This design comes from an exercise in tuning for small area, a short achievable clock period and few clock cycles per item on the open sky130 flow, not from production work. The RTL was checked by simulation tests, not by an equivalence proof against the original design. No activity file was given, so power comes from the tool's default toggle rates.

== exp/ember ==
## alu_cluster
module alu_cluster (
  input  logic          clk,
  input  logic          rst,
  input  logic          in_valid,
  output logic          in_ready,
  input  logic [145:0]  in_req,
  output logic          out_valid,
  input  logic          out_ready,
  output logic [72:0]   out_rsp
);
localparam int DATA_W     = 64;
localparam int HALF_W     = 32;  
localparam int TAG_W      = 4;
localparam int NUM_LANES  = 4;
localparam int LANE_IDX_W = 2;
localparam int FL_C = 3;
localparam int FL_V = 2;
localparam int FL_N = 1;
localparam int FL_Z = 0;
localparam logic [3:0] OP_ADD = 4'd0;
localparam logic [3:0] OP_SUB = 4'd1;
localparam logic [3:0] OP_AND = 4'd2;
localparam logic [3:0] OP_OR  = 4'd3;
localparam logic [3:0] OP_XOR = 4'd4;
localparam logic [3:0] OP_SHL = 4'd5;
localparam logic [3:0] OP_SHR = 4'd6;
localparam logic [3:0] OP_SAR = 4'd7;
localparam logic [3:0] OP_SXT = 4'd8;
localparam logic [1:0] SXT_BYTE = 2'd0;
localparam logic [1:0] SXT_HALF = 2'd1;
localparam logic [1:0] SXT_WORD = 2'd2;
localparam int REQ_W   = 146;
localparam int RQ_TAG  = 0;
  ...
clock: 6.0 ns
lec_check: 0
abc_area: 1
cap_margin: 30
core_margin: 2
core_utilization: 40
place_density: 0.6
setup_slack_margin: 2.0
slew_margin: 20
run.sh (not shown) runs the stock make flow with config.mk's settings and CLKGATE_MAP_FILE= SYNTH_SCRIPT=/design/flow/synth_recipe.tcl, a recipe that flattens the netlist after the stock synthesis.
Every stage of the flow completed for exp/ember, and the final layout passed the timing, DRC and antenna checks.
Testbench counts of exp/ember, summed over its fixed seeds: cycles 27,441, items 24,000.
### exp/ember -> exp/juniper
==> flow/flow/run.sh (new file) <==
#!/bin/bash
set -euo pipefail
export BUFFER_PORTS_ARGS="-buffer_cell sky130_fd_sc_hd__buf_1"

rm -rf scripts_abc
cp -r "$FLOW_HOME/scripts" scripts_abc
cp flow/abc_area.script scripts_abc/abc_area.script
SCRIPTS_DIR="$PWD/scripts_abc" bash standard.sh synth > synth.log 2>&1
bash standard.sh > standard.log 2>&1
==> flow/flow/abc_area.script (new file) <==
strash
dch
map -a
topo
stime -c
buffer -c
upsize -c
dnsize -c
==> flow/standard.sh (new file) <==
#!/bin/bash
# synth_recipe.tcl (not shown) runs the flow's synth.tcl, then flattens the netlist and writes it again
# the make line also repeats each setting of config.mk as NAME=value (left out here)
make -C /OpenROAD-flow-scripts/flow DESIGN_CONFIG=/design/flow/config.mk WORK_HOME=/design/flow/orfs CLKGATE_MAP_FILE= SYNTH_SCRIPT=/design/flow/synth_recipe.tcl "${@:-finish}"
removed: flow/run.sh
Notes after the runs:
exp/juniper finished every step from synthesis to the final layout, and the layout passed the timing, DRC and antenna checks.
| part of the power in combinational logic | exp/juniper vs exp/ember | 4.5 points lower |
Row signed area change from the synthesized netlist to the final layout: exp/juniper lower / exp/ember higher
Taking exp/ember as the reference, in exp/juniper final clock period utilization by the worst path went up by 15 points, overall track demand over capacity in global routing went down by 2.2 points.
Edits applied to the flow inputs when going from exp/juniper to exp/yarrow:
==> flow/run.sh (new file) <==
#!/bin/bash
# synth_recipe.tcl (not shown) runs the flow's synth.tcl, then flattens the netlist and writes it again
# the make line also repeats each setting of config.mk as NAME=value (left out here)
make -C /OpenROAD-flow-scripts/flow DESIGN_CONFIG=/design/flow/config.mk WORK_HOME=/design/flow/orfs CLKGATE_MAP_FILE= SYNTH_SCRIPT=/design/flow/synth_recipe.tcl finish
diff --git a/flow/config.mk b/flow/config.mk
--- a/flow/config.mk
+++ b/flow/config.mk
@@ -12,3 +12,3 @@
 export PLACE_DENSITY = 0.6
-export SETUP_SLACK_MARGIN = 2.0
+export SETUP_SLACK_MARGIN = 2.5
 export SLEW_MARGIN = 20
removed: flow/flow/run.sh
removed: flow/flow/abc_area.script
removed: flow/standard.sh
## What came out
- Against exp/juniper, exp/yarrow reports a count of plain and timing-repair buffers that is higher.
- Compared with exp/juniper, reported sequential group power in exp/yarrow increased by a few percent.
- On well tap count: between exp/juniper and exp/yarrow, it ends up higher for exp/yarrow.
- Run comparison: exp/juniper highest metal layer used by the detailed router met5; exp/yarrow highest metal layer used by the detailed router met4
- First-iteration DRC count (exp/yarrow / exp/juniper): 1.4
#### Input delta (exp/fjord over exp/yarrow)
==> flow/flow/run.sh (new file) <==
#!/bin/bash
# The standard layout, with plain buf_1 cells as the port buffers (the resizer
# upsizes them where timing needs it).
set -euo pipefail
export BUFFER_PORTS_ARGS="-buffer_cell sky130_fd_sc_hd__buf_1"
export ADDER_MAP_FILE=
bash standard.sh > standard.log 2>&1
==> flow/standard.sh (new file) <==
#!/bin/bash
# synth_recipe.tcl (not shown) runs the flow's synth.tcl, then flattens the netlist and writes it again
# the make line also repeats each setting of config.mk as NAME=value (left out here)
make -C /OpenROAD-flow-scripts/flow DESIGN_CONFIG=/design/flow/config.mk WORK_HOME=/design/flow/orfs CLKGATE_MAP_FILE= SYNTH_SCRIPT=/design/flow/synth_recipe.tcl "${@:-finish}"
diff --git a/flow/config.mk b/flow/config.mk
--- a/flow/config.mk
+++ b/flow/config.mk
@@ -12,3 +12,3 @@
 export PLACE_DENSITY = 0.6
-export SETUP_SLACK_MARGIN = 2.5
+export SETUP_SLACK_MARGIN = 2.0
 export SLEW_MARGIN = 20
removed: flow/run.sh
Notes after the runs:
Against exp/yarrow as the reference, exp/fjord delivers a higher simple-gate share of the synthesized area.
exp/fjord contains fewer vias than exp/yarrow.
The higher estimated wirelength of the detail-placed design of exp/fjord and exp/yarrow is in exp/yarrow.
Going from exp/yarrow to exp/fjord, the final worst setup slack was found to have gone up by 0.14 ns.
Looking at area after synthesis, exp/fjord sits above exp/yarrow.

* * *

alu_cluster again, from the RTL that the note above started with.
Settings: LEC_CHECK=0, ABC_AREA=1, CAP_MARGIN=30, CORE_MARGIN=2, CORE_UTILIZATION=40, PLACE_DENSITY=0.6, SETUP_SLACK_MARGIN=1.0, SLEW_MARGIN=20; clock period 6.0 ns.
Stock flow here: none of the scripts above is used.
Testbench counts at the start, summed over its fixed seeds: cycles 27,441, items 24,000.
Rerun with:
==> flow/flow/run.sh (new file) <==
#!/bin/bash
# The standard layout, with plain buf_1 cells as the port buffers (the resizer
# upsizes them where timing needs it).
set -euo pipefail
export BUFFER_PORTS_ARGS="-buffer_cell sky130_fd_sc_hd__buf_1"
bash standard.sh > standard.log 2>&1
==> flow/standard.sh (new file) <==
#!/bin/bash
# synth_recipe.tcl (not shown) runs the flow's synth.tcl, then flattens the netlist and writes it again
# the make line also repeats each setting of config.mk as NAME=value (left out here)
make -C /OpenROAD-flow-scripts/flow DESIGN_CONFIG=/design/flow/config.mk WORK_HOME=/design/flow/orfs CLKGATE_MAP_FILE= SYNTH_SCRIPT=/design/flow/synth_recipe.tcl "${@:-finish}"
Settings changed: SETUP_SLACK_MARGIN 1.0 to 2.0.
removed: flow/run.sh
After rerunning: The new run passed the timing, DRC and antenna checks. Design area climbs by 3.9%. Wire length climbs by about 6.5%. Combinational power climbs by about 6%. Clock skew barely changes. Count of clock-buffer cells in the layout drops by 1. Sequential share of layout area drops by 0.47 points.
Rerun with:
--- a/flow/flow/run.sh
+++ b/flow/flow/run.sh
@@ -5,2 +5,3 @@
 export BUFFER_PORTS_ARGS="-buffer_cell sky130_fd_sc_hd__buf_1"
+export RECOVER_POWER=100
 bash standard.sh > standard.log 2>&1
With this change the flow finished with capacitance limit, slew limit left.
Area after synthesis does not change.
Register-to-register slack got worse by 890 ps.
Via count stays flat.
Final area came out lower slightly.
Core utilization came out lower by 0.52 points.
Non-clock buffer count stays the same.
Power came out lower slightly.
Setup slack got worse by 880 ps.
Global-route usage does not change.
Routed wire length stays flat.
Die area is unchanged.
Rerun with:
--- a/flow/flow/run.sh
+++ b/flow/flow/run.sh
@@ -5,3 +5,3 @@
 export BUFFER_PORTS_ARGS="-buffer_cell sky130_fd_sc_hd__buf_1"
-export RECOVER_POWER=100
+
 bash standard.sh > standard.log 2>&1
Settings changed: CORE_UTILIZATION 40 to 65, PLACE_DENSITY 0.6 to 0.75.
After rerunning:
- Now the flow completed without violations
- non-clock buffer count came out lower by 43
- hold slack got worse by 140 ps
- fmax came out higher by 18%
- die area came out lower by 38%
- via count came out higher by 6.1%
- cell count came out lower by 7.2%
- total power came out higher by 0.63%
- wire length came out lower by 8.7%
- critical path depth came out higher by 2

## afterwards: timing with drivers on the ports
In the flow no input, the clock included, has a driving cell. The finished layouts below were timed again as built, in two steps. Step 1: set_driving_cell puts a clkbuf_16 on clk and a buf_2 on each other input, an assumption about the parent block. Step 2, shift: input delay + t, output delay - t, t = (earliest + latest rising clock arrival at the registers) / 2. This alone moves slack from input paths to output paths. Slacks: ideal ports / drivers / drivers and shift; pairs: ideal ports / drivers.
run | t, ns | slack for setup (ns) | pins driven straight from the clock port
exp/ember | 0.434 | 1.986 / 2.020 / 1.585 | 1
exp/juniper | 0.431 | 1.102 / 1.110 / 0.678 | 1
exp/yarrow | 0.430 | 1.972 / 1.964 / 1.533 | 1
exp/fjord | 0.400 | 2.116 / 2.140 / 1.740 | 1
the first run of note 2 | 0.391 | 1.095 / 1.113 / 0.722 | 1
the second run of note 2 | 0.414 | 1.908 / 1.922 / 1.507 | 1
the third run of note 2 | 0.416 | 1.028 / 1.020 / 0.603 | 1
the fourth run of note 2 | 0.410 | 1.783 / 1.753 / 1.343 | 1
For the fourth run of note 2, which loses most, drivers alone change the setup slack by -0.030 ns; drivers and shift together by -0.440 ns.
